Source: an optimization exercise on an open RTL-to-GDS flow (aim: small area, a short achievable clock period and few clock cycles). Production flows keep margins and buffers that such runs may drop.
In this exercise RTL edits were held to simulation tests only and were not proved equivalent to the original.

--- design/flow/standard.sh ---
#!/bin/bash
# synth_recipe.tcl (not shown) runs the flow's synth.tcl, then flattens the netlist and writes it again
# the make line also repeats each setting of config.mk as NAME=value (left out here)
make -C /OpenROAD-flow-scripts/flow DESIGN_CONFIG=/design/flow/config.mk WORK_HOME=/design/flow/orfs CLKGATE_MAP_FILE= SYNTH_SCRIPT=/design/flow/synth_recipe.tcl "${@:-finish}"
--- design/flow/flow/run.sh ---
#!/bin/bash
# Layout flow: the standard flow with two sizing changes. Ports are still
# buffered, but with buf_4 cells instead of the flow's default choice, and the
# resizer may pick any cell of the same function when it sizes, not only
# cells of the same footprint. The whole make output goes to standard.log.
set -euo pipefail
bash standard.sh MATCH_CELL_FOOTPRINT=0 \
   "BUFFER_PORTS_ARGS=-buffer_cell sky130_fd_sc_hd__buf_4" finish > standard.log 2>&1
--- design/flow/design.v ---
package ebv_pkg;
   localparam int unsigned ModBits     = 32;
   localparam int unsigned DigestBytes = 32;
   localparam int unsigned CountBits   = 6;
   localparam logic [CountBits-1:0] CountMax = 6'd63;
   localparam logic [ModBits-1:0] ModulusReset   = 32'd30803;
   localparam logic [ModBits-1:0] GeneratorReset = 32'd2;
   localparam logic [ModBits-1:0] PublicReset    = 32'd1;
   localparam logic [1:0] RegModulus   = 2'd0;
   localparam logic [1:0] RegGenerator = 2'd1;
   localparam logic [1:0] RegPublic    = 2'd2;
   localparam int unsigned MulK      = 4;
   localparam int unsigned MulCycles = 8;
   localparam int unsigned MontSteps = MulK * MulCycles;
   localparam logic [ModBits-1:0] R2Reset = 32'd18156;
endpackage
module ebv_modmul (
   input  logic        clock,
   input  logic        run,       
   input  logic [3:0]  a_dig,     
   input  logic [31:0] b,
   input  logic [31:0] modulus,
   input  logic [33:0] tp,        
   input  logic [3:0]  pinv,      
   input  logic [3:0]  ab_low,    
   input  logic        ld,        
   input  logic [31:0] ld_val,
   input  logic        dbl,       
   output logic [31:0] res,
   output logic [3:0]  sum_lo,    
   output logic [3:0]  dif_lo,    
   output logic        lt,        
   output logic        m1         
);
   localparam int W = 40;
   logic [33:0] ss_ff, sc_ff;
   logic [7:0]  lo_ff;            
   logic        ci;
   logic [W-1:0] r_s, r_c, a0, a1, a2, a3, ql, qh;
   logic [W-1:0] e1s, e1c, e2s, e2c, e3s, e3c, es, ec;
   logic [W-1:0] f1s, f1c, os, oc;
   logic [3:0]  t, q;
   logic [1:0]  cy2;
   logic [34:0] sum, dif;
   logic [33:0] ds, dc;
   function automatic logic [2*W-1:0] csa(input logic [W-1:0] x, input logic [W-1:0] y,
                                          input logic [W-1:0] z);
      logic [W-1:0] s, c;
      s = x ^ y ^ z;
      c = {((x & y) | (x & z) | (y & z)), 1'b0};
      csa = {s, c};
   endfunction
   always_comb begin
      ci  = |lo_ff;
      r_s = W'(ss_ff);
      r_c = W'(sc_ff);
      a0  = a_dig[0] ? W'(b)      : '0;
      a1  = a_dig[1] ? W'(b) << 1 : '0;
      a2  = a_dig[2] ? W'(b) << 2 : '0;
      a3  = a_dig[3] ? W'(b) << 3 : '0;
      a1[0] = ci;
      unique case ({ss_ff[1:0], sc_ff[1:0], ab_low[1:0], ci})
         7'd0: {cy2, t[1:0]} = 4'd0;
         7'd1: {cy2, t[1:0]} = 4'd1;
         7'd2: {cy2, t[1:0]} = 4'd1;
         7'd3: {cy2, t[1:0]} = 4'd2;
         7'd4: {cy2, t[1:0]} = 4'd2;
         7'd5: {cy2, t[1:0]} = 4'd3;
         7'd6: {cy2, t[1:0]} = 4'd3;
         7'd7: {cy2, t[1:0]} = 4'd4;
         7'd8: {cy2, t[1:0]} = 4'd1;
         7'd9: {cy2, t[1:0]} = 4'd2;
         7'd10: {cy2, t[1:0]} = 4'd2;
         7'd11: {cy2, t[1:0]} = 4'd3;
         7'd12: {cy2, t[1:0]} = 4'd3;
         7'd13: {cy2, t[1:0]} = 4'd4;
         7'd14: {cy2, t[1:0]} = 4'd4;
         7'd15: {cy2, t[1:0]} = 4'd5;
         7'd16: {cy2, t[1:0]} = 4'd2;
         7'd17: {cy2, t[1:0]} = 4'd3;
         7'd18: {cy2, t[1:0]} = 4'd3;
         7'd19: {cy2, t[1:0]} = 4'd4;
         7'd20: {cy2, t[1:0]} = 4'd4;
         7'd21: {cy2, t[1:0]} = 4'd5;
         7'd22: {cy2, t[1:0]} = 4'd5;
         7'd23: {cy2, t[1:0]} = 4'd6;
         7'd24: {cy2, t[1:0]} = 4'd3;
         7'd25: {cy2, t[1:0]} = 4'd4;
         7'd26: {cy2, t[1:0]} = 4'd4;
         7'd27: {cy2, t[1:0]} = 4'd5;
         7'd28: {cy2, t[1:0]} = 4'd5;
         7'd29: {cy2, t[1:0]} = 4'd6;
         7'd30: {cy2, t[1:0]} = 4'd6;
         7'd31: {cy2, t[1:0]} = 4'd7;
         7'd32: {cy2, t[1:0]} = 4'd1;
         7'd33: {cy2, t[1:0]} = 4'd2;
         7'd34: {cy2, t[1:0]} = 4'd2;
         7'd35: {cy2, t[1:0]} = 4'd3;
         7'd36: {cy2, t[1:0]} = 4'd3;
         7'd37: {cy2, t[1:0]} = 4'd4;
         7'd38: {cy2, t[1:0]} = 4'd4;
         7'd39: {cy2, t[1:0]} = 4'd5;
         7'd40: {cy2, t[1:0]} = 4'd2;
         7'd41: {cy2, t[1:0]} = 4'd3;
         7'd42: {cy2, t[1:0]} = 4'd3;
         7'd43: {cy2, t[1:0]} = 4'd4;
         7'd44: {cy2, t[1:0]} = 4'd4;
         7'd45: {cy2, t[1:0]} = 4'd5;
         7'd46: {cy2, t[1:0]} = 4'd5;
         7'd47: {cy2, t[1:0]} = 4'd6;
         7'd48: {cy2, t[1:0]} = 4'd3;
         7'd49: {cy2, t[1:0]} = 4'd4;
         7'd50: {cy2, t[1:0]} = 4'd4;
         7'd51: {cy2, t[1:0]} = 4'd5;
         7'd52: {cy2, t[1:0]} = 4'd5;
         7'd53: {cy2, t[1:0]} = 4'd6;
         7'd54: {cy2, t[1:0]} = 4'd6;
         7'd55: {cy2, t[1:0]} = 4'd7;
         7'd56: {cy2, t[1:0]} = 4'd4;
         7'd57: {cy2, t[1:0]} = 4'd5;
         7'd58: {cy2, t[1:0]} = 4'd5;
         7'd59: {cy2, t[1:0]} = 4'd6;
         7'd60: {cy2, t[1:0]} = 4'd6;
         7'd61: {cy2, t[1:0]} = 4'd7;
         7'd62: {cy2, t[1:0]} = 4'd7;
         7'd63: {cy2, t[1:0]} = 4'd8;
         7'd64: {cy2, t[1:0]} = 4'd2;
         7'd65: {cy2, t[1:0]} = 4'd3;
         7'd66: {cy2, t[1:0]} = 4'd3;
         7'd67: {cy2, t[1:0]} = 4'd4;
         7'd68: {cy2, t[1:0]} = 4'd4;
         7'd69: {cy2, t[1:0]} = 4'd5;
         7'd70: {cy2, t[1:0]} = 4'd5;
         7'd71: {cy2, t[1:0]} = 4'd6;
         7'd72: {cy2, t[1:0]} = 4'd3;
         7'd73: {cy2, t[1:0]} = 4'd4;
         7'd74: {cy2, t[1:0]} = 4'd4;
         7'd75: {cy2, t[1:0]} = 4'd5;
         7'd76: {cy2, t[1:0]} = 4'd5;
         7'd77: {cy2, t[1:0]} = 4'd6;
         7'd78: {cy2, t[1:0]} = 4'd6;
         7'd79: {cy2, t[1:0]} = 4'd7;
         7'd80: {cy2, t[1:0]} = 4'd4;
         7'd81: {cy2, t[1:0]} = 4'd5;
         7'd82: {cy2, t[1:0]} = 4'd5;
         7'd83: {cy2, t[1:0]} = 4'd6;
         7'd84: {cy2, t[1:0]} = 4'd6;
         7'd85: {cy2, t[1:0]} = 4'd7;
         7'd86: {cy2, t[1:0]} = 4'd7;
         7'd87: {cy2, t[1:0]} = 4'd8;
         7'd88: {cy2, t[1:0]} = 4'd5;
         7'd89: {cy2, t[1:0]} = 4'd6;
         7'd90: {cy2, t[1:0]} = 4'd6;
         7'd91: {cy2, t[1:0]} = 4'd7;
         7'd92: {cy2, t[1:0]} = 4'd7;
         7'd93: {cy2, t[1:0]} = 4'd8;
         7'd94: {cy2, t[1:0]} = 4'd8;
         7'd95: {cy2, t[1:0]} = 4'd9;
         7'd96: {cy2, t[1:0]} = 4'd3;
         7'd97: {cy2, t[1:0]} = 4'd4;
         7'd98: {cy2, t[1:0]} = 4'd4;
         7'd99: {cy2, t[1:0]} = 4'd5;
         7'd100: {cy2, t[1:0]} = 4'd5;
         7'd101: {cy2, t[1:0]} = 4'd6;
         7'd102: {cy2, t[1:0]} = 4'd6;
         7'd103: {cy2, t[1:0]} = 4'd7;
         7'd104: {cy2, t[1:0]} = 4'd4;
         7'd105: {cy2, t[1:0]} = 4'd5;
         7'd106: {cy2, t[1:0]} = 4'd5;
         7'd107: {cy2, t[1:0]} = 4'd6;
         7'd108: {cy2, t[1:0]} = 4'd6;
         7'd109: {cy2, t[1:0]} = 4'd7;
         7'd110: {cy2, t[1:0]} = 4'd7;
         7'd111: {cy2, t[1:0]} = 4'd8;
         7'd112: {cy2, t[1:0]} = 4'd5;
         7'd113: {cy2, t[1:0]} = 4'd6;
         7'd114: {cy2, t[1:0]} = 4'd6;
         7'd115: {cy2, t[1:0]} = 4'd7;
         7'd116: {cy2, t[1:0]} = 4'd7;
         7'd117: {cy2, t[1:0]} = 4'd8;
         7'd118: {cy2, t[1:0]} = 4'd8;
         7'd119: {cy2, t[1:0]} = 4'd9;
         7'd120: {cy2, t[1:0]} = 4'd6;
         7'd121: {cy2, t[1:0]} = 4'd7;
         7'd122: {cy2, t[1:0]} = 4'd7;
         7'd123: {cy2, t[1:0]} = 4'd8;
         7'd124: {cy2, t[1:0]} = 4'd8;
         7'd125: {cy2, t[1:0]} = 4'd9;
         7'd126: {cy2, t[1:0]} = 4'd9;
         7'd127: {cy2, t[1:0]} = 4'd10;
         default: {cy2, t[1:0]} = 4'd0;
      endcase
      unique case ({ss_ff[3:2], sc_ff[3:2], ab_low[3:2], cy2})
         8'd0: t[3:2] = 2'd0;
         8'd1: t[3:2] = 2'd1;
         8'd2: t[3:2] = 2'd2;
         8'd3: t[3:2] = 2'd3;
         8'd4: t[3:2] = 2'd1;
         8'd5: t[3:2] = 2'd2;
         8'd6: t[3:2] = 2'd3;
         8'd7: t[3:2] = 2'd0;
         8'd8: t[3:2] = 2'd2;
         8'd9: t[3:2] = 2'd3;
         8'd10: t[3:2] = 2'd0;
         8'd11: t[3:2] = 2'd1;
         8'd12: t[3:2] = 2'd3;
         8'd13: t[3:2] = 2'd0;
         8'd14: t[3:2] = 2'd1;
         8'd15: t[3:2] = 2'd2;
         8'd16: t[3:2] = 2'd1;
         8'd17: t[3:2] = 2'd2;
         8'd18: t[3:2] = 2'd3;
         8'd19: t[3:2] = 2'd0;
         8'd20: t[3:2] = 2'd2;
         8'd21: t[3:2] = 2'd3;
         8'd22: t[3:2] = 2'd0;
         8'd23: t[3:2] = 2'd1;
         8'd24: t[3:2] = 2'd3;
         8'd25: t[3:2] = 2'd0;
         8'd26: t[3:2] = 2'd1;
         8'd27: t[3:2] = 2'd2;
         8'd28: t[3:2] = 2'd0;
         8'd29: t[3:2] = 2'd1;
         8'd30: t[3:2] = 2'd2;
         8'd31: t[3:2] = 2'd3;
         8'd32: t[3:2] = 2'd2;
         8'd33: t[3:2] = 2'd3;
         8'd34: t[3:2] = 2'd0;
         8'd35: t[3:2] = 2'd1;
         8'd36: t[3:2] = 2'd3;
         8'd37: t[3:2] = 2'd0;
         8'd38: t[3:2] = 2'd1;
         8'd39: t[3:2] = 2'd2;
         8'd40: t[3:2] = 2'd0;
         8'd41: t[3:2] = 2'd1;
         8'd42: t[3:2] = 2'd2;
         8'd43: t[3:2] = 2'd3;
         8'd44: t[3:2] = 2'd1;
         8'd45: t[3:2] = 2'd2;
         8'd46: t[3:2] = 2'd3;
         8'd47: t[3:2] = 2'd0;
         8'd48: t[3:2] = 2'd3;
         8'd49: t[3:2] = 2'd0;
         8'd50: t[3:2] = 2'd1;
         8'd51: t[3:2] = 2'd2;
         8'd52: t[3:2] = 2'd0;
         8'd53: t[3:2] = 2'd1;
         8'd54: t[3:2] = 2'd2;
         8'd55: t[3:2] = 2'd3;
         8'd56: t[3:2] = 2'd1;
         8'd57: t[3:2] = 2'd2;
         8'd58: t[3:2] = 2'd3;
         8'd59: t[3:2] = 2'd0;
         8'd60: t[3:2] = 2'd2;
         8'd61: t[3:2] = 2'd3;
         8'd62: t[3:2] = 2'd0;
         8'd63: t[3:2] = 2'd1;
         8'd64: t[3:2] = 2'd1;
         8'd65: t[3:2] = 2'd2;
         8'd66: t[3:2] = 2'd3;
         8'd67: t[3:2] = 2'd0;
         8'd68: t[3:2] = 2'd2;
         8'd69: t[3:2] = 2'd3;
         8'd70: t[3:2] = 2'd0;
         8'd71: t[3:2] = 2'd1;
         8'd72: t[3:2] = 2'd3;
         8'd73: t[3:2] = 2'd0;
         8'd74: t[3:2] = 2'd1;
         8'd75: t[3:2] = 2'd2;
         8'd76: t[3:2] = 2'd0;
         8'd77: t[3:2] = 2'd1;
         8'd78: t[3:2] = 2'd2;
         8'd79: t[3:2] = 2'd3;
         8'd80: t[3:2] = 2'd2;
         8'd81: t[3:2] = 2'd3;
         8'd82: t[3:2] = 2'd0;
         8'd83: t[3:2] = 2'd1;
         8'd84: t[3:2] = 2'd3;
         8'd85: t[3:2] = 2'd0;
         8'd86: t[3:2] = 2'd1;
         8'd87: t[3:2] = 2'd2;
         8'd88: t[3:2] = 2'd0;
         8'd89: t[3:2] = 2'd1;
         8'd90: t[3:2] = 2'd2;
         8'd91: t[3:2] = 2'd3;
         8'd92: t[3:2] = 2'd1;
         8'd93: t[3:2] = 2'd2;
         8'd94: t[3:2] = 2'd3;
         8'd95: t[3:2] = 2'd0;
         8'd96: t[3:2] = 2'd3;
         8'd97: t[3:2] = 2'd0;
         8'd98: t[3:2] = 2'd1;
         8'd99: t[3:2] = 2'd2;
         8'd100: t[3:2] = 2'd0;
         8'd101: t[3:2] = 2'd1;
         8'd102: t[3:2] = 2'd2;
         8'd103: t[3:2] = 2'd3;
         8'd104: t[3:2] = 2'd1;
         8'd105: t[3:2] = 2'd2;
         8'd106: t[3:2] = 2'd3;
         8'd107: t[3:2] = 2'd0;
         8'd108: t[3:2] = 2'd2;
         8'd109: t[3:2] = 2'd3;
         8'd110: t[3:2] = 2'd0;
         8'd111: t[3:2] = 2'd1;
         8'd112: t[3:2] = 2'd0;
         8'd113: t[3:2] = 2'd1;
         8'd114: t[3:2] = 2'd2;
         8'd115: t[3:2] = 2'd3;
         8'd116: t[3:2] = 2'd1;
         8'd117: t[3:2] = 2'd2;
         8'd118: t[3:2] = 2'd3;
         8'd119: t[3:2] = 2'd0;
         8'd120: t[3:2] = 2'd2;
         8'd121: t[3:2] = 2'd3;
         8'd122: t[3:2] = 2'd0;
         8'd123: t[3:2] = 2'd1;
         8'd124: t[3:2] = 2'd3;
         8'd125: t[3:2] = 2'd0;
         8'd126: t[3:2] = 2'd1;
         8'd127: t[3:2] = 2'd2;
         8'd128: t[3:2] = 2'd2;
         8'd129: t[3:2] = 2'd3;
         8'd130: t[3:2] = 2'd0;
         8'd131: t[3:2] = 2'd1;
         8'd132: t[3:2] = 2'd3;
         8'd133: t[3:2] = 2'd0;
         8'd134: t[3:2] = 2'd1;
         8'd135: t[3:2] = 2'd2;
         8'd136: t[3:2] = 2'd0;
         8'd137: t[3:2] = 2'd1;
         8'd138: t[3:2] = 2'd2;
         8'd139: t[3:2] = 2'd3;
         8'd140: t[3:2] = 2'd1;
         8'd141: t[3:2] = 2'd2;
         8'd142: t[3:2] = 2'd3;
         8'd143: t[3:2] = 2'd0;
         8'd144: t[3:2] = 2'd3;
         8'd145: t[3:2] = 2'd0;
         8'd146: t[3:2] = 2'd1;
         8'd147: t[3:2] = 2'd2;
         8'd148: t[3:2] = 2'd0;
         8'd149: t[3:2] = 2'd1;
         8'd150: t[3:2] = 2'd2;
         8'd151: t[3:2] = 2'd3;
         8'd152: t[3:2] = 2'd1;
         8'd153: t[3:2] = 2'd2;
         8'd154: t[3:2] = 2'd3;
         8'd155: t[3:2] = 2'd0;
         8'd156: t[3:2] = 2'd2;
         8'd157: t[3:2] = 2'd3;
         8'd158: t[3:2] = 2'd0;
         8'd159: t[3:2] = 2'd1;
         8'd160: t[3:2] = 2'd0;
         8'd161: t[3:2] = 2'd1;
         8'd162: t[3:2] = 2'd2;
         8'd163: t[3:2] = 2'd3;
         8'd164: t[3:2] = 2'd1;
         8'd165: t[3:2] = 2'd2;
         8'd166: t[3:2] = 2'd3;
         8'd167: t[3:2] = 2'd0;
         8'd168: t[3:2] = 2'd2;
         8'd169: t[3:2] = 2'd3;
         8'd170: t[3:2] = 2'd0;
         8'd171: t[3:2] = 2'd1;
         8'd172: t[3:2] = 2'd3;
         8'd173: t[3:2] = 2'd0;
         8'd174: t[3:2] = 2'd1;
         8'd175: t[3:2] = 2'd2;
         8'd176: t[3:2] = 2'd1;
         8'd177: t[3:2] = 2'd2;
         8'd178: t[3:2] = 2'd3;
         8'd179: t[3:2] = 2'd0;
         8'd180: t[3:2] = 2'd2;
         8'd181: t[3:2] = 2'd3;
         8'd182: t[3:2] = 2'd0;
         8'd183: t[3:2] = 2'd1;
         8'd184: t[3:2] = 2'd3;
         8'd185: t[3:2] = 2'd0;
         8'd186: t[3:2] = 2'd1;
         8'd187: t[3:2] = 2'd2;
         8'd188: t[3:2] = 2'd0;
         8'd189: t[3:2] = 2'd1;
         8'd190: t[3:2] = 2'd2;
         8'd191: t[3:2] = 2'd3;
         8'd192: t[3:2] = 2'd3;
         8'd193: t[3:2] = 2'd0;
         8'd194: t[3:2] = 2'd1;
         8'd195: t[3:2] = 2'd2;
         8'd196: t[3:2] = 2'd0;
         8'd197: t[3:2] = 2'd1;
         8'd198: t[3:2] = 2'd2;
         8'd199: t[3:2] = 2'd3;
         8'd200: t[3:2] = 2'd1;
         8'd201: t[3:2] = 2'd2;
         8'd202: t[3:2] = 2'd3;
         8'd203: t[3:2] = 2'd0;
         8'd204: t[3:2] = 2'd2;
         8'd205: t[3:2] = 2'd3;
         8'd206: t[3:2] = 2'd0;
         8'd207: t[3:2] = 2'd1;
         8'd208: t[3:2] = 2'd0;
         8'd209: t[3:2] = 2'd1;
         8'd210: t[3:2] = 2'd2;
         8'd211: t[3:2] = 2'd3;
         8'd212: t[3:2] = 2'd1;
         8'd213: t[3:2] = 2'd2;
         8'd214: t[3:2] = 2'd3;
         8'd215: t[3:2] = 2'd0;
         8'd216: t[3:2] = 2'd2;
         8'd217: t[3:2] = 2'd3;
         8'd218: t[3:2] = 2'd0;
         8'd219: t[3:2] = 2'd1;
         8'd220: t[3:2] = 2'd3;
         8'd221: t[3:2] = 2'd0;
         8'd222: t[3:2] = 2'd1;
         8'd223: t[3:2] = 2'd2;
         8'd224: t[3:2] = 2'd1;
         8'd225: t[3:2] = 2'd2;
         8'd226: t[3:2] = 2'd3;
         8'd227: t[3:2] = 2'd0;
         8'd228: t[3:2] = 2'd2;
         8'd229: t[3:2] = 2'd3;
         8'd230: t[3:2] = 2'd0;
         8'd231: t[3:2] = 2'd1;
         8'd232: t[3:2] = 2'd3;
         8'd233: t[3:2] = 2'd0;
         8'd234: t[3:2] = 2'd1;
         8'd235: t[3:2] = 2'd2;
         8'd236: t[3:2] = 2'd0;
         8'd237: t[3:2] = 2'd1;
         8'd238: t[3:2] = 2'd2;
         8'd239: t[3:2] = 2'd3;
         8'd240: t[3:2] = 2'd2;
         8'd241: t[3:2] = 2'd3;
         8'd242: t[3:2] = 2'd0;
         8'd243: t[3:2] = 2'd1;
         8'd244: t[3:2] = 2'd3;
         8'd245: t[3:2] = 2'd0;
         8'd246: t[3:2] = 2'd1;
         8'd247: t[3:2] = 2'd2;
         8'd248: t[3:2] = 2'd0;
         8'd249: t[3:2] = 2'd1;
         8'd250: t[3:2] = 2'd2;
         8'd251: t[3:2] = 2'd3;
         8'd252: t[3:2] = 2'd1;
         8'd253: t[3:2] = 2'd2;
         8'd254: t[3:2] = 2'd3;
         8'd255: t[3:2] = 2'd0;
         default: t[3:2] = 2'd0;
      endcase
      unique case ({pinv[3:1], t})
         7'd0: q = 4'd0;
         7'd1: q = 4'd1;
         7'd2: q = 4'd2;
         7'd3: q = 4'd3;
         7'd4: q = 4'd4;
         7'd5: q = 4'd5;
         7'd6: q = 4'd6;
         7'd7: q = 4'd7;
         7'd8: q = 4'd8;
         7'd9: q = 4'd9;
         7'd10: q = 4'd10;
         7'd11: q = 4'd11;
         7'd12: q = 4'd12;
         7'd13: q = 4'd13;
         7'd14: q = 4'd14;
         7'd15: q = 4'd15;
         7'd16: q = 4'd0;
         7'd17: q = 4'd3;
         7'd18: q = 4'd6;
         7'd19: q = 4'd9;
         7'd20: q = 4'd12;
         7'd21: q = 4'd15;
         7'd22: q = 4'd2;
         7'd23: q = 4'd5;
         7'd24: q = 4'd8;
         7'd25: q = 4'd11;
         7'd26: q = 4'd14;
         7'd27: q = 4'd1;
         7'd28: q = 4'd4;
         7'd29: q = 4'd7;
         7'd30: q = 4'd10;
         7'd31: q = 4'd13;
         7'd32: q = 4'd0;
         7'd33: q = 4'd5;
         7'd34: q = 4'd10;
         7'd35: q = 4'd15;
         7'd36: q = 4'd4;
         7'd37: q = 4'd9;
         7'd38: q = 4'd14;
         7'd39: q = 4'd3;
         7'd40: q = 4'd8;
         7'd41: q = 4'd13;
         7'd42: q = 4'd2;
         7'd43: q = 4'd7;
         7'd44: q = 4'd12;
         7'd45: q = 4'd1;
         7'd46: q = 4'd6;
         7'd47: q = 4'd11;
         7'd48: q = 4'd0;
         7'd49: q = 4'd7;
         7'd50: q = 4'd14;
         7'd51: q = 4'd5;
         7'd52: q = 4'd12;
         7'd53: q = 4'd3;
         7'd54: q = 4'd10;
         7'd55: q = 4'd1;
         7'd56: q = 4'd8;
         7'd57: q = 4'd15;
         7'd58: q = 4'd6;
         7'd59: q = 4'd13;
         7'd60: q = 4'd4;
         7'd61: q = 4'd11;
         7'd62: q = 4'd2;
         7'd63: q = 4'd9;
         7'd64: q = 4'd0;
         7'd65: q = 4'd9;
         7'd66: q = 4'd2;
         7'd67: q = 4'd11;
         7'd68: q = 4'd4;
         7'd69: q = 4'd13;
         7'd70: q = 4'd6;
         7'd71: q = 4'd15;
         7'd72: q = 4'd8;
         7'd73: q = 4'd1;
         7'd74: q = 4'd10;
         7'd75: q = 4'd3;
         7'd76: q = 4'd12;
         7'd77: q = 4'd5;
         7'd78: q = 4'd14;
         7'd79: q = 4'd7;
         7'd80: q = 4'd0;
         7'd81: q = 4'd11;
         7'd82: q = 4'd6;
         7'd83: q = 4'd1;
         7'd84: q = 4'd12;
         7'd85: q = 4'd7;
         7'd86: q = 4'd2;
         7'd87: q = 4'd13;
         7'd88: q = 4'd8;
         7'd89: q = 4'd3;
         7'd90: q = 4'd14;
         7'd91: q = 4'd9;
         7'd92: q = 4'd4;
         7'd93: q = 4'd15;
         7'd94: q = 4'd10;
         7'd95: q = 4'd5;
         7'd96: q = 4'd0;
         7'd97: q = 4'd13;
         7'd98: q = 4'd10;
         7'd99: q = 4'd7;
         7'd100: q = 4'd4;
         7'd101: q = 4'd1;
         7'd102: q = 4'd14;
         7'd103: q = 4'd11;
         7'd104: q = 4'd8;
         7'd105: q = 4'd5;
         7'd106: q = 4'd2;
         7'd107: q = 4'd15;
         7'd108: q = 4'd12;
         7'd109: q = 4'd9;
         7'd110: q = 4'd6;
         7'd111: q = 4'd3;
         7'd112: q = 4'd0;
         7'd113: q = 4'd15;
         7'd114: q = 4'd14;
         7'd115: q = 4'd13;
         7'd116: q = 4'd12;
         7'd117: q = 4'd11;
         7'd118: q = 4'd10;
         7'd119: q = 4'd9;
         7'd120: q = 4'd8;
         7'd121: q = 4'd7;
         7'd122: q = 4'd6;
         7'd123: q = 4'd5;
         7'd124: q = 4'd4;
         7'd125: q = 4'd3;
         7'd126: q = 4'd2;
         7'd127: q = 4'd1;
         default: q = 4'd0;
      endcase
      unique case (q[1:0])
         2'd0:    ql = '0;
         2'd1:    ql = W'(modulus);
         2'd2:    ql = W'(modulus) << 1;
         default: ql = W'(tp);
      endcase
      unique case (q[3:2])
         2'd0:    qh = '0;
         2'd1:    qh = W'(modulus) << 2;
         2'd2:    qh = W'(modulus) << 3;
         default: qh = W'(tp) << 2;
      endcase
      {e1s, e1c} = csa(r_s, r_c, a0);
      {e2s, e2c} = csa(a1, a2, a3);
      {e3s, e3c} = csa(e1s, e1c, e2s);
      {es, ec}   = csa(e3s, e3c, e2c);
      {f1s, f1c} = csa(es, ec, ql);
      {os, oc}   = csa(f1s, f1c, qh);
      sum = {1'b0, ss_ff} + {1'b0, sc_ff} + {34'd0, ci};
      ds  = ss_ff ^ sc_ff ^ {2'b11, ~modulus};
      dc  = {(ss_ff[32:0] & sc_ff[32:0]) | (ss_ff[32:0] & {1'b1, ~modulus}) |
             (sc_ff[32:0] & {1'b1, ~modulus}), ci};
      dif = {1'b1, ds} + {1'b0, dc} + 35'd1;
      res = dif[34] ? sum[31:0] : dif[31:0];
      lt  = dif[34];
      sum_lo = sum[3:0];
      dif_lo = dif[3:0];
      m1  = &dif;
   end
   always_ff @(posedge clock) begin
      ss_ff <= (run ? os[37:4] : '0) | (ld ? {2'b00, ld_val} : '0);
      sc_ff <= (run ? oc[37:4] : '0) | (dbl ? {1'b0, res, 1'b0} : '0);
      lo_ff <= run ? {os[3:0], oc[3:0]} : '0;
   end
endmodule
module ebv_seq (
   input  logic                              clock,
   input  logic                              reset,
   input  logic [31:0]                       modulus,
   input  logic [31:0]                       generator,
   input  logic [31:0]                       public_value,
   input  logic                              mod_write,
   input  logic                              pub_write,
   input  logic                              req_valid,
   output logic                              req_ready,
   input  logic [72:0]                       req_data,
   output logic                              rsp_valid,
   input  logic                              rsp_ready,
   output logic [2:0]                        rsp_data
);
   localparam int C = ebv_pkg::MulCycles;
   localparam logic [4:0] S_IDLE = 5'd0,  S_R2C  = 5'd1,  S_CHK  = 5'd2,  S_LDR2 = 5'd3,
                          S_CVY  = 5'd4,  S_CVR  = 5'd5,  S_CVG  = 5'd6,  S_GSQ  = 5'd7,
                          S_GMUL = 5'd8,  S_GRED = 5'd9,  S_CVYR = 5'd11,
                          S_YTOP = 5'd12, S_YLD  = 5'd13, S_YSQ  = 5'd14, S_YMUL = 5'd15,
                          S_YRED = 5'd16, S_DONE = 5'd17, S_CMP  = 5'd18, S_CHKS = 5'd19,
                          S_CHKD = 5'd20;
   localparam logic [2:0] A_ACC = 3'd0, A_Y = 3'd1, A_R = 3'd2, A_G = 3'd3, A_ONE = 3'd4,
                          A_BG = 3'd5, A_BY = 3'd6, A_TAB = 3'd7;
   logic [4:0]  state_ff, state_in, follow_ff, follow;
   logic [3:0]  cnt_ff, cnt_in;
   logic [31:0] acc_ff, acc_in;
   logic [31:0] by_ff, br_ff, byr_ff, bg_ff;
   logic [31:0] r2_ff;
   logic [33:0] tp;
   logic [3:0]  pinv, a_dig_ff, a_dig_in, ab_low_ff, ab_low_in;
   logic        dirty_ff;
   logic        yok_ff;           
   logic [4:0]  ei_ff, ei_in;
   logic [2:0]  hi_ff, hi_in;
   logic [1:0]  tsel_ff;
   logic        hb_ff, hz_ff, nz_ff, rlt_ff, slt_ff, sm1_ff, ok_ff;
   logic [ebv_pkg::CountBits-1:0] count_ff;
   logic        run_ff, rv_ff;
   logic [2:0]  out_ff;
   logic [7:0]  h_in;
   logic [31:0] r_in, s_in;
   logic        last_in, rs_bit, accept;
   logic        mm, mm_last, all_v, acc_mm;
   logic [2:0]  asel_in;
   logic [3:0]  a_mid, a_other, acc_low_in, res_sum_lo, res_dif_lo;
   logic [3:0]  acc_lo_s, acc_lo_d, a_first_s, a_first_d;
   logic [31:0] tab, mres, a_nxt, ar_ff, ar_in;
   logic        mlt, mm1, ld, dbl;
   logic [31:0] ld_val;
   logic [ebv_pkg::CountBits-1:0] count_inc;
   assign h_in    = req_data[72:65];
   assign r_in    = req_data[64:33];
   assign s_in    = req_data[32:1];
   assign last_in = req_data[0];
   assign rs_bit   = r_in[ei_ff] | s_in[ei_ff];
   assign mm = (state_ff == S_CVY) || (state_ff == S_CVR) || (state_ff == S_CVG) ||
               (state_ff == S_GSQ) || (state_ff == S_GMUL) || (state_ff == S_CVYR) ||
               (state_ff == S_YSQ) || (state_ff == S_YMUL);
   assign acc_mm = (state_ff == S_CVG) || (state_ff == S_GSQ) || (state_ff == S_GMUL) ||
                   (state_ff == S_YSQ) || (state_ff == S_YMUL);
   assign mm_last = (cnt_ff == 4'(C));
   always_comb begin
      unique case ((state_ff == S_GRED) ? 2'b01 : tsel_ff)
         2'b10:   tab = by_ff;
         2'b01:   tab = br_ff;
         default: tab = byr_ff;
      endcase
   end
   assign tp = {2'b00, modulus} + {1'b0, modulus, 1'b0};
   ebv_modmul u_mul (
      .clock   (clock),
      .run     (mm && !mm_last),
      .a_dig   (a_dig_ff),
      .b       (acc_ff),
      .modulus (modulus),
      .tp      (tp),
      .pinv    (pinv),
      .ab_low  (ab_low_ff),
      .ld      (ld || (state_ff == S_IDLE && dirty_ff)),
      .ld_val  (ld_val),
      .dbl     (dbl),
      .res     (mres),
      .sum_lo  (res_sum_lo),
      .dif_lo  (res_dif_lo),
      .lt      (mlt),
      .m1      (mm1)
   );
   always_comb begin
      unique case (modulus[3:1])
         3'd0: pinv = 4'd15;
         3'd1: pinv = 4'd5;
         3'd2: pinv = 4'd3;
         3'd3: pinv = 4'd9;
         3'd4: pinv = 4'd7;
         3'd5: pinv = 4'd13;
         3'd6: pinv = 4'd11;
         default: pinv = 4'd1;
      endcase
   end
   assign ld     = (state_ff == S_IDLE && !dirty_ff) || (state_ff == S_CHK);
   assign ld_val = (state_ff == S_CHK) ? s_in : (dirty_ff ? 32'd2 : r_in);
   assign dbl    = (state_ff == S_R2C);
   assign count_inc = (count_ff < ebv_pkg::CountMax) ? count_ff + 1'b1 : count_ff;
   assign all_v     = run_ff && ok_ff;
   assign req_ready = (state_ff == S_DONE) && !rv_ff;
   assign accept    = req_valid && req_ready;
   assign rsp_valid = rv_ff;
   assign rsp_data  = out_ff;
   always_comb begin
      unique case (state_ff)
         S_CVY:   follow = S_CVR;
         S_CVR:   follow = S_CVG;
         S_CVG:   follow = (hz_ff || hi_ff == 3'd0) ? S_GRED : S_GSQ;
         S_GSQ:   follow = hb_ff ? S_GMUL : ((hi_ff == 3'd0) ? S_GRED : S_GSQ);
         S_GMUL:  follow = (hi_ff == 3'd0) ? S_GRED : S_GSQ;
         S_CVYR:  follow = S_YTOP;
         S_YSQ:   follow = (tsel_ff != 2'b00) ? S_YMUL : ((ei_ff == 5'd0) ? S_CMP : S_YSQ);
         S_YMUL:  follow = (ei_ff == 5'd0) ? S_CMP : S_YSQ;
         default: follow = S_IDLE;
      endcase
   end
   always_comb begin
      state_in = state_ff;
      cnt_in   = (mm && !mm_last) ? cnt_ff + 4'd1 : 4'd0;
      acc_in   = acc_ff;
      ei_in    = ei_ff;
      hi_in    = hi_ff;
      if ((state_ff == S_CHK) || (state_ff == S_CHKS) || (state_ff == S_CHKD) ||
          (state_ff == S_LDR2) || (state_ff == S_CVY) || (state_ff == S_CVR)) begin
         if (!h_in[hi_ff] && hi_ff != 3'd0) hi_in = hi_ff - 3'd1;
      end
      if ((state_ff == S_CHK) || (state_ff == S_CHKS) || (state_ff == S_CHKD) ||
          (state_ff == S_LDR2) || (state_ff == S_CVY) || (state_ff == S_CVR) || (state_ff == S_CVG) ||
          (state_ff == S_GRED) || (state_ff == S_CVYR) || (state_ff == S_YTOP)) begin
         if (!rs_bit && ei_ff != 5'd0) ei_in = ei_ff - 5'd1;
      end
      if (mm && mm_last) begin
         state_in = follow_ff;
         if (acc_mm) acc_in = mres;
         if (follow_ff == S_GSQ) hi_in = hi_ff - 3'd1;
         if (follow_ff == S_YSQ) ei_in = ei_ff - 5'd1;
      end
      unique case (state_ff)
         S_IDLE: begin
            if (dirty_ff) begin
               {hi_in, ei_in} = 8'd0;
               state_in = S_R2C;
            end else begin
               ei_in = 5'd31;
               hi_in = 3'd7;
               if (req_valid) begin
                  state_in = S_CHK;
               end
            end
         end
         S_R2C: begin
            {hi_in, ei_in} = {hi_ff, ei_ff} + 8'd1;
            if ({hi_ff, ei_ff} == 8'(2 * ebv_pkg::MontSteps - 1)) state_in = S_IDLE;
            if (mod_write) state_in = S_IDLE;
         end
         S_CHK: begin
            state_in = S_CHKS;
         end
         S_CHKS: state_in = S_CHKD;
         S_CHKD: state_in = (nz_ff && rlt_ff && slt_ff && !sm1_ff) ? S_LDR2 : S_DONE;
         S_LDR2: begin
            acc_in   = r2_ff;
            state_in = yok_ff ? S_CVR : S_CVY;
         end
         S_GRED: begin
            acc_in   = tab;
            state_in = S_CVYR;
         end
         S_YTOP: if (tsel_ff != 2'b00) state_in = S_YLD;
         S_YLD: begin
            acc_in = tab;
            if (ei_ff == 5'd0) state_in = S_CMP;
            else begin
               ei_in    = ei_ff - 5'd1;
               state_in = S_YSQ;
            end
         end
         S_CMP: state_in = S_DONE;
         S_DONE: if (accept) state_in = S_IDLE;
         default: ;
      endcase
   end
   always_comb begin
      acc_low_in = acc_ff[3:0];
      unique case (state_ff)
         S_LDR2:         acc_low_in = r2_ff[3:0];
         S_GRED, S_YLD:  acc_low_in = tab[3:0];
         default: ;
      endcase
   end
   function automatic logic [3:0] mul4(input logic [3:0] x, input logic [3:0] y);
      logic t1, t2, t3, c1;
      t1 = x[2] & y[0];
      t2 = x[1] & y[1];
      t3 = x[0] & y[2];
      c1 = x[1] & y[0] & x[0] & y[1];
      mul4[0] = x[0] & y[0];
      mul4[1] = (x[1] & y[0]) ^ (x[0] & y[1]);
      mul4[2] = t1 ^ t2 ^ t3 ^ c1;
      mul4[3] = (x[3] & y[0]) ^ (x[2] & y[1]) ^ (x[1] & y[2]) ^ (x[0] & y[3]) ^
                (t1 & t2) ^ (t1 & t3) ^ (t1 & c1) ^ (t2 & t3) ^ (t2 & c1) ^ (t3 & c1);
   endfunction
   function automatic logic [2:0] asel_of(input logic [4:0] st, input logic hz);
      unique case (st)
         S_CVY:   asel_of = A_Y;
         S_CVR:   asel_of = A_R;
         S_CVG:   asel_of = hz ? A_ONE : A_G;
         S_GMUL:  asel_of = A_BG;
         S_CVYR:  asel_of = A_BY;
         S_YMUL:  asel_of = A_TAB;
         default: asel_of = A_ACC;
      endcase
   endfunction
   always_comb begin
      unique case (state_ff)
         S_LDR2:  asel_in = yok_ff ? A_R : A_Y;
         S_GRED:  asel_in = A_BY;
         default: asel_in = (mm && mm_last) ? asel_of(follow_ff, hz_ff) : A_ACC;
      endcase
      unique case (asel_in)
         A_Y:     a_nxt = public_value;
         A_R:     a_nxt = br_ff;
         A_G:     a_nxt = generator;
         A_ONE:   a_nxt = 32'd1;
         A_BG:    a_nxt = bg_ff;
         A_BY:    a_nxt = by_ff;
         A_TAB:   a_nxt = tab;
         default: a_nxt = acc_in;
      endcase
      ar_in = (mm && !mm_last) ? {4'd0, ar_ff[31:4]} : a_nxt;
      a_mid = ar_ff[7:4];
      unique case (asel_in)
         A_Y:     a_other = public_value[3:0];
         A_R:     a_other = br_ff[3:0];
         A_G:     a_other = generator[3:0];
         A_ONE:   a_other = 4'd1;
         A_BG:    a_other = bg_ff[3:0];
         A_BY:    a_other = by_ff[3:0];
         A_TAB:   a_other = tab[3:0];
         default: a_other = 4'd0;
      endcase
      acc_lo_s  = (mm && mm_last && acc_mm) ? res_sum_lo : acc_low_in;
      acc_lo_d  = (mm && mm_last && acc_mm) ? res_dif_lo : acc_low_in;
      a_first_s = (asel_in == A_ACC) ? acc_lo_s : a_other;
      a_first_d = (asel_in == A_ACC) ? acc_lo_d : a_other;
      if (mm && !mm_last) begin
         a_dig_in  = a_mid;
         ab_low_in = mul4(a_mid, acc_ff[3:0]);
      end else if (mlt) begin
         a_dig_in  = a_first_s;
         ab_low_in = mul4(a_first_s, acc_lo_s);
      end else begin
         a_dig_in  = a_first_d;
         ab_low_in = mul4(a_first_d, acc_lo_d);
      end
   end
   always_ff @(posedge clock) begin
      if (reset) begin
         state_ff <= S_IDLE;
         dirty_ff <= 1'b0;
         yok_ff   <= 1'b0;
         r2_ff    <= ebv_pkg::R2Reset;
         count_ff <= '0;
         run_ff   <= 1'b1;
         rv_ff    <= 1'b0;
      end else begin
         state_ff <= state_in;
         if (mod_write || pub_write) yok_ff <= 1'b0;
         else if (mm && mm_last && state_ff == S_CVY) yok_ff <= 1'b1;
         if (mod_write) dirty_ff <= 1'b1;
         else if (state_ff == S_R2C && state_in == S_IDLE) dirty_ff <= 1'b0;
         if (state_ff == S_R2C && {hi_ff, ei_ff} == 8'(2 * ebv_pkg::MontSteps - 1))
            r2_ff <= mres[31:0];
         if (rv_ff && rsp_ready) rv_ff <= 1'b0;
         if (accept) begin
            rv_ff <= 1'b1;
            if (last_in) begin
               count_ff <= '0;
               run_ff   <= 1'b1;
            end else begin
               count_ff <= count_inc;
               run_ff   <= all_v;
            end
         end
      end
      cnt_ff    <= cnt_in;
      follow_ff <= follow;
      acc_ff    <= acc_in;
      a_dig_ff  <= a_dig_in;
      ar_ff     <= ar_in;
      ab_low_ff <= ab_low_in;
      ei_ff     <= ei_in;
      hi_ff     <= hi_in;
      tsel_ff   <= {r_in[ei_ff], s_in[ei_ff]};
      hb_ff     <= h_in[hi_ff];
      hz_ff     <= (hi_ff == 3'd0) && !h_in[0];
      nz_ff     <= (modulus >= 32'd3) && (r_in != 32'd0) && (s_in != 32'd0);
      rlt_ff    <= (state_ff == S_CHKS) ? rlt_ff : mlt;
      slt_ff    <= mlt;
      sm1_ff    <= mm1;
      if (mm && mm_last && state_ff == S_CVR) br_ff <= mres;
      else if (state_ff == S_CHK) br_ff <= r_in;
      if (mm && mm_last && state_ff == S_CVY) by_ff <= mres;
      if (mm && mm_last && state_ff == S_CVYR) byr_ff <= mres;
      if (mm && mm_last && state_ff == S_CVG) bg_ff <= mres;
      else if (state_ff == S_GRED) bg_ff <= acc_ff;
      if (state_ff == S_CHKD) ok_ff <= 1'b0;
      if (state_ff == S_CMP) ok_ff <= (acc_ff == bg_ff);
      if (accept) begin
         out_ff[2] <= ok_ff;
         out_ff[0] <= last_in;
         out_ff[1] <= last_in ? (all_v && (count_inc == ebv_pkg::CountBits'(ebv_pkg::DigestBytes)))
                              : all_v;
      end
   end
endmodule
module elgamal_byte_verifier_top (
   input  logic                              clock,
   input  logic                              reset,
   input  logic                              req_valid,
   output logic                              req_ready,
   input  logic [72:0]                       req_data,
   output logic                              rsp_valid,
   input  logic                              rsp_ready,
   output logic [2:0]                        rsp_data,
   input  logic                              psel,
   input  logic                              penable,
   input  logic                              pwrite,
   input  logic [3:0]                        paddr,
   input  logic [31:0]                       pwdata,
   output logic [31:0]                       prdata,
   output logic                              pready
);
   logic [ebv_pkg::ModBits-1:0] mod_ff, gen_ff, pub_ff;
   logic                        wr_en;
   assign pready = 1'b1;
   assign wr_en  = psel && penable && pwrite && (paddr[1:0] == 2'b00);
   always_ff @(posedge clock) begin
      if (reset) begin
         mod_ff <= ebv_pkg::ModulusReset;
         gen_ff <= ebv_pkg::GeneratorReset;
         pub_ff <= ebv_pkg::PublicReset;
      end else if (wr_en) begin
         if (paddr[3:2] == ebv_pkg::RegModulus)   mod_ff <= pwdata;
         if (paddr[3:2] == ebv_pkg::RegGenerator) gen_ff <= pwdata;
         if (paddr[3:2] == ebv_pkg::RegPublic)    pub_ff <= pwdata;
      end
   end
   always_comb begin
      unique case (paddr[3:2])
         ebv_pkg::RegModulus:   prdata = mod_ff;
         ebv_pkg::RegGenerator: prdata = gen_ff;
         ebv_pkg::RegPublic:    prdata = pub_ff;
         default:               prdata = '0;
      endcase
   end
   ebv_seq u_seq (
      .clock        (clock),
      .reset        (reset),
      .modulus      (mod_ff),
      .generator    (gen_ff),
      .public_value (pub_ff),
      .mod_write    (wr_en && !reset && (paddr[3:2] == ebv_pkg::RegModulus)),
      .pub_write    (wr_en && !reset && (paddr[3:2] == ebv_pkg::RegPublic)),
      .req_valid    (req_valid),
      .req_ready    (req_ready),
      .req_data     (req_data),
      .rsp_valid    (rsp_valid),
      .rsp_ready    (rsp_ready),
      .rsp_data     (rsp_data)
   );
endmodule
--- design/flow/constraint.sdc ---
create_clock -name core_clock -period 8.0 [get_ports {clock}]
set_input_delay 1.6000 -clock core_clock [delete_from_list [all_inputs] [get_ports {clock}]]
set_output_delay 1.6000 -clock core_clock [all_outputs]
set_load 0.01 [all_outputs]
--- design/flow/config.mk ---
export PLATFORM = sky130hd
export DESIGN_NAME = elgamal_byte_verifier_top
export DESIGN_NICKNAME = elgamal_byte_verifier_top
export VERILOG_FILES = /design/flow/design.v
export SDC_FILE = /design/flow/constraint.sdc
export NUM_CORES = 4
export LEC_CHECK = 0
export CAP_MARGIN = 30
export CORE_MARGIN = 2
export CORE_UTILIZATION = 50
export SETUP_SLACK_MARGIN = 3.6
export SLEW_MARGIN = 30
==> qor.tcl <==
set qor(worstRegToRegCells) 19
set qor(synth_simple_gate_area_share_pct) 16.0
set qor(synth_area_mm2) 0.0353
set qor(cp.depth) 19
set qor(die_area_mm2) 0.0728
set qor(rsz0062_at_grt) {true}
set qor(synth.largest_area_cell) {sky130_fd_sc_hd__dfxtp_1}
set qor(timing.final.max_slew_violations) 0
set qor(clock_insertion_delay_worst_skew_ns) 0.65
set qor(yosys.cell_count.top_type) {sky130_fd_sc_hd__nand2_1}
set qor(synth.avg_cell_area_um2) 8.38
set qor(worst_slew_pin_slew_ns) 1.08
set qor(ys_seq_area_share_pct) 28.8
set qor(ios) 154
set qor(vias_per_cell) 6.37
set qor(cts-hold-fix-buffers) 0
set qor(postSynth.topFlopCell) {sky130_fd_sc_hd__dfxtp_1}
set qor(fp.coreArea_mm2) 0.0700
set qor(path_delay_family) {compound AO/OA/AOI/OAI gates}
set qor(numPortBuffers) 152
set qor(worstPathArrival_ns) 5.06
set qor(max-cap-violations) 0
set qor(timing.critical_path.buf_inv) 3
set qor(synth_compound_area_share_pct) 21.1
set qor(dr.pass1.iters) 8
set qor(cpPeakStageDelay_ns) 0.45
set qor(synthTopCellsByArea) {sky130_fd_sc_hd__dfxtp_1 (17%), sky130_fd_sc_hd__fa_1 (13%), sky130_fd_sc_hd__edfxtp_1 (12%)}
set qor(drcViolationCount) 0
set qor(synth_top_family_by_area) {compound AO/OA/AOI/OAI gates}
set qor(syn_nets) 4711
set qor(placementRows) 97
set qor(route.final.wire_length_um) 154000
set qor(setup.worst_path.start_class) {register}
set qor(initialDrtViolationCount) 4710
set qor(top_post_synthesis_cells_by_count) {sky130_fd_sc_hd__nand2_1 (584), sky130_fd_sc_hd__inv_1 (436), sky130_fd_sc_hd__o21ai_0 (352), sky130_fd_sc_hd__a21oi_1 (330), sky130_fd_sc_hd__dfxtp_1 (302)}
set qor(vias_in_the_first_global_route) 32400
set qor(grt_start_max_net_pins) 65
set qor(asyncSetResetFlopFracSynth_pct) 0
set qor(num_vias) 34500
set qor(num-nets-final) 4921
set qor(multi_input_comb_area_mm2) 0.0242
set qor(cp_slowest_cell) {sky130_fd_sc_hd__fa_1}
set qor(layout.filler_cells) 6329
set qor(timing.slew.headroom_pct) 27.7
set qor(die-width_um) 270
set qor(worst-endpoint-required_ns) 8.56
set qor(grt_antenna_before_repair) 5
set qor(finalSetupViolations) 0
set qor(clkTransAtPathRegs_ns) 0.06
set qor(final_cell_area_mm2) 0.0427
set qor(overflow) 0
set qor(hold_path_class) {reg2reg}
set qor(tritoncts.num_buffers) 55
set qor(cts_tree) {yes}
set qor(grt_first_pass_wirelength_um) 216000
set qor(seq_area_mm2) 0.0103
set qor(place_hpwl_um) 105000
set qor(synth-xor-area-share_pct) 3.81
set qor(cts_max_path_buffers) 3
set qor(postSynthRegisterBits) 439
set qor(place_congestion) 0.992
set qor(fmaxAchievable_mhz) 222
set qor(clock_sink_count) 439
set qor(largest_fanout_on_the_critical_path) 4
set qor(die_height_um) 270
set qor(yosysWarnings) 3
set qor(start_util_pct) 50.4
set qor(clockRootBuffer) {sky130_fd_sc_hd__clkbuf_16}
set qor(grt_usage_pct) 40.3
set qor(run_status) {timing/DRC/antenna clean}
set qor(routedWlPerCell_um) 28.4
set qor(synthAdderAreaFrac_pct) 18.4
set qor(synth.area.mux_share_pct) 4.55
set qor(synthesis.instances) 4213
set qor(final.period_utilization_pct) 56.2
set qor(flow.area_growth_from_synthesis_pct) 20.8
set qor(antenna_violating_nets_post_route) 0
set qor(proportion_of_layout_cells_with_a_drive_suffix_above_1_pct) 18.5
set qor(htree_levels) 2
set qor(placement.cell_area_mm2) 0.0373
set qor(timing.hold.worst_path_depth) 2
set qor(timing_hold_violations_final) 0
set qor(fin_setup_tns_ns) 0
set qor(period_needed_ns) 4.50
set qor(worst-setup-path-type) {reg2reg}
set qor(post_synth_edffs) 137
set qor(hold_slack_ns) 0.452
set qor(netlist.area_leader.share_pct) 17.1
set qor(crit_path_cell_trace) {clkinvlp_4 -> ha_4 -> a21o_1 -> a21o_1 -> a2111oi_4 -> buf_6 -> nor2_4 -> o21ai_4 -> o31a_1 -> o21ai_2 -> o21ai_2 -> nor2b_2 -> xnor2_2 -> mux2i_1 -> o21ai_1 -> fa_1 -> inv_1 -> fa_2 -> o21ai_0}
set qor(synth.lib_cells_used.distinct) 99
set qor(worst_setup_ep_type) {register}
set qor(finClkSkew_ns) 0.0288
==> final timing paths <==
path	from	endpoint	slack (ns)
max	mod_ff[1]	u_seq.u_mul.ss_ff[24]	3.50
min reg2reg	u_seq.ar_ff[11]	u_seq.ar_ff[7]	0.45
min	u_seq.ar_ff[11]	u_seq.ar_ff[7]	0.45
max reg2reg	mod_ff[1]	u_seq.u_mul.ss_ff[24]	3.50
==> worst reg2reg max path, stage by stage (launching register included) <==
cell	delay, ns
sky130_fd_sc_hd__dfxtp_4	0.37
sky130_fd_sc_hd__clkinvlp_4	0.16
sky130_fd_sc_hd__ha_4	0.25
sky130_fd_sc_hd__a21o_1	0.17
sky130_fd_sc_hd__a21o_1	0.20
sky130_fd_sc_hd__a2111oi_4	0.37
sky130_fd_sc_hd__buf_6	0.18
sky130_fd_sc_hd__nor2_4	0.07
sky130_fd_sc_hd__o21ai_4	0.26
sky130_fd_sc_hd__o31a_1	0.31
sky130_fd_sc_hd__o21ai_2	0.15
sky130_fd_sc_hd__o21ai_2	0.21
sky130_fd_sc_hd__nor2b_2	0.21
sky130_fd_sc_hd__xnor2_2	0.12
sky130_fd_sc_hd__mux2i_1	0.09
sky130_fd_sc_hd__o21ai_1	0.21
sky130_fd_sc_hd__fa_1	0.45
sky130_fd_sc_hd__inv_1	0.09
sky130_fd_sc_hd__fa_2	0.42
sky130_fd_sc_hd__o21ai_0	0.15
==> stage by stage <==
step	cells	utilization [%]	worst slack [ns]
2_1_floorplan	4213	-	3.57
3_3_place_gp	5129	53.3	1.98
3_5_place_dp	5129	53.3	1.90
4_1_cts	5329	58.8	3.47
5_1_grt	5409	60.9	3.40
6_report	5410	60.9	3.50
==> registers in the layout (all words and copies together) (netlist names), 3 cells and up, named ones only <==
name / cells
gen_ff: 32
mod_ff: 32
pub_ff: 32
u_seq.a_dig_ff: 4
u_seq.ab_low_ff: 4
u_seq.acc_ff: 28
u_seq.ar_ff: 28
u_seq.bg_ff: 32
u_seq.br_ff: 32
u_seq.by_ff: 32
u_seq.byr_ff: 32
u_seq.cnt_ff: 4
u_seq.count_ff: 6
u_seq.ei_ff: 5
u_seq.follow_ff: 5
u_seq.hi_ff: 3
u_seq.out_ff: 3
u_seq.r2_ff: 32
u_seq.state_ff: 5
u_seq.u_mul.lo_ff: 6
u_seq.u_mul.sc_ff: 33
u_seq.u_mul.ss_ff: 32
==> timing repair <==
item	in CTS	in global routing
buffers inserted	88	74
pin swaps	59	105
setup endpoints to repair	352	219
cloned	9	4
resized for setup	277	220
==> placed cells by master, fill, tap and decap left out, types with 135 or more instances in the layout <==
cell type and instances:
sky130_fd_sc_hd__ha_1 135, sky130_fd_sc_hd__nor2_1 240, sky130_fd_sc_hd__dfxtp_1 263, sky130_fd_sc_hd__a21oi_1 300
sky130_fd_sc_hd__nand2_1 575, sky130_fd_sc_hd__inv_1 420, sky130_fd_sc_hd__o21ai_0 283, sky130_fd_sc_hd__edfxtp_1 137
sky130_fd_sc_hd__fa_1 222, sky130_fd_sc_hd__buf_4 319
==> kinds of logic after synthesis <==
logic type	Yosys count
AND/OR/NAND/NOR	1246
AO/OA/AOI/OAI	1185
buffers and inverters	677
flip-flops	439
adder cells (fa/ha/maj)	382
XOR/XNOR	152
multiplexers	131
other	1
==> cell type report <==
cell class                      instances  share of cell area, %
Clock buffer                           67                   3.45
Inverter                              438                   3.96
Timing Repair Buffer                  387                   8.19
Antenna cell                            1                0.00586
Timing Repair inverter                  2                  0.141
Clock inverter                         36                  0.771
Multi-Input combinational cell       3100                   56.7
Tap cell                              940                   2.76
Sequential cell                       439                   24.0
==> metal layers <==
layer | track usage (%) | wire (µm) | vias up | share of wire (%)
li1 | - | - | 15000 | -
met1 | 51.7 | 58200 | 16700 | 38
met2 | 63.3 | 67700 | 2226 | 44
met3 | 9.06 | 18000 | 508 | 12
met4 | 22.0 | 9740 | 8 | 6.3
met5 | 0 | 51 | - | 0.033
Testbench counts, summed over its fixed seeds: cycles 305,692.

[port drivers added, routing unchanged]
Ports are ideal in the flow. The routed layout listed here was re-timed in OpenROAD.
Step 1 sets driving cells, clkbuf_16 on the clock port and buf_2 on the other inputs (assumed; they add their load-dependent delay and slew).
Step 2 also shifts input and output timing later by t, the mid clock arrival at the registers, as if the neighbouring blocks saw the same clock.
a / b / c = ideal / step 1 / step 2; a / b = the first two.
shift t [ns]: 0.697
setup slack, ns: 3.501 / 3.501 / 3.501
worst setup path at the end: register to register
worst register clock-pin slew, ns: 0.07 / 0.07
After both steps setup and hold are still met in this run. For this run, drivers alone change the setup slack by 0.000 ns; drivers and shift together by 0.000 ns.
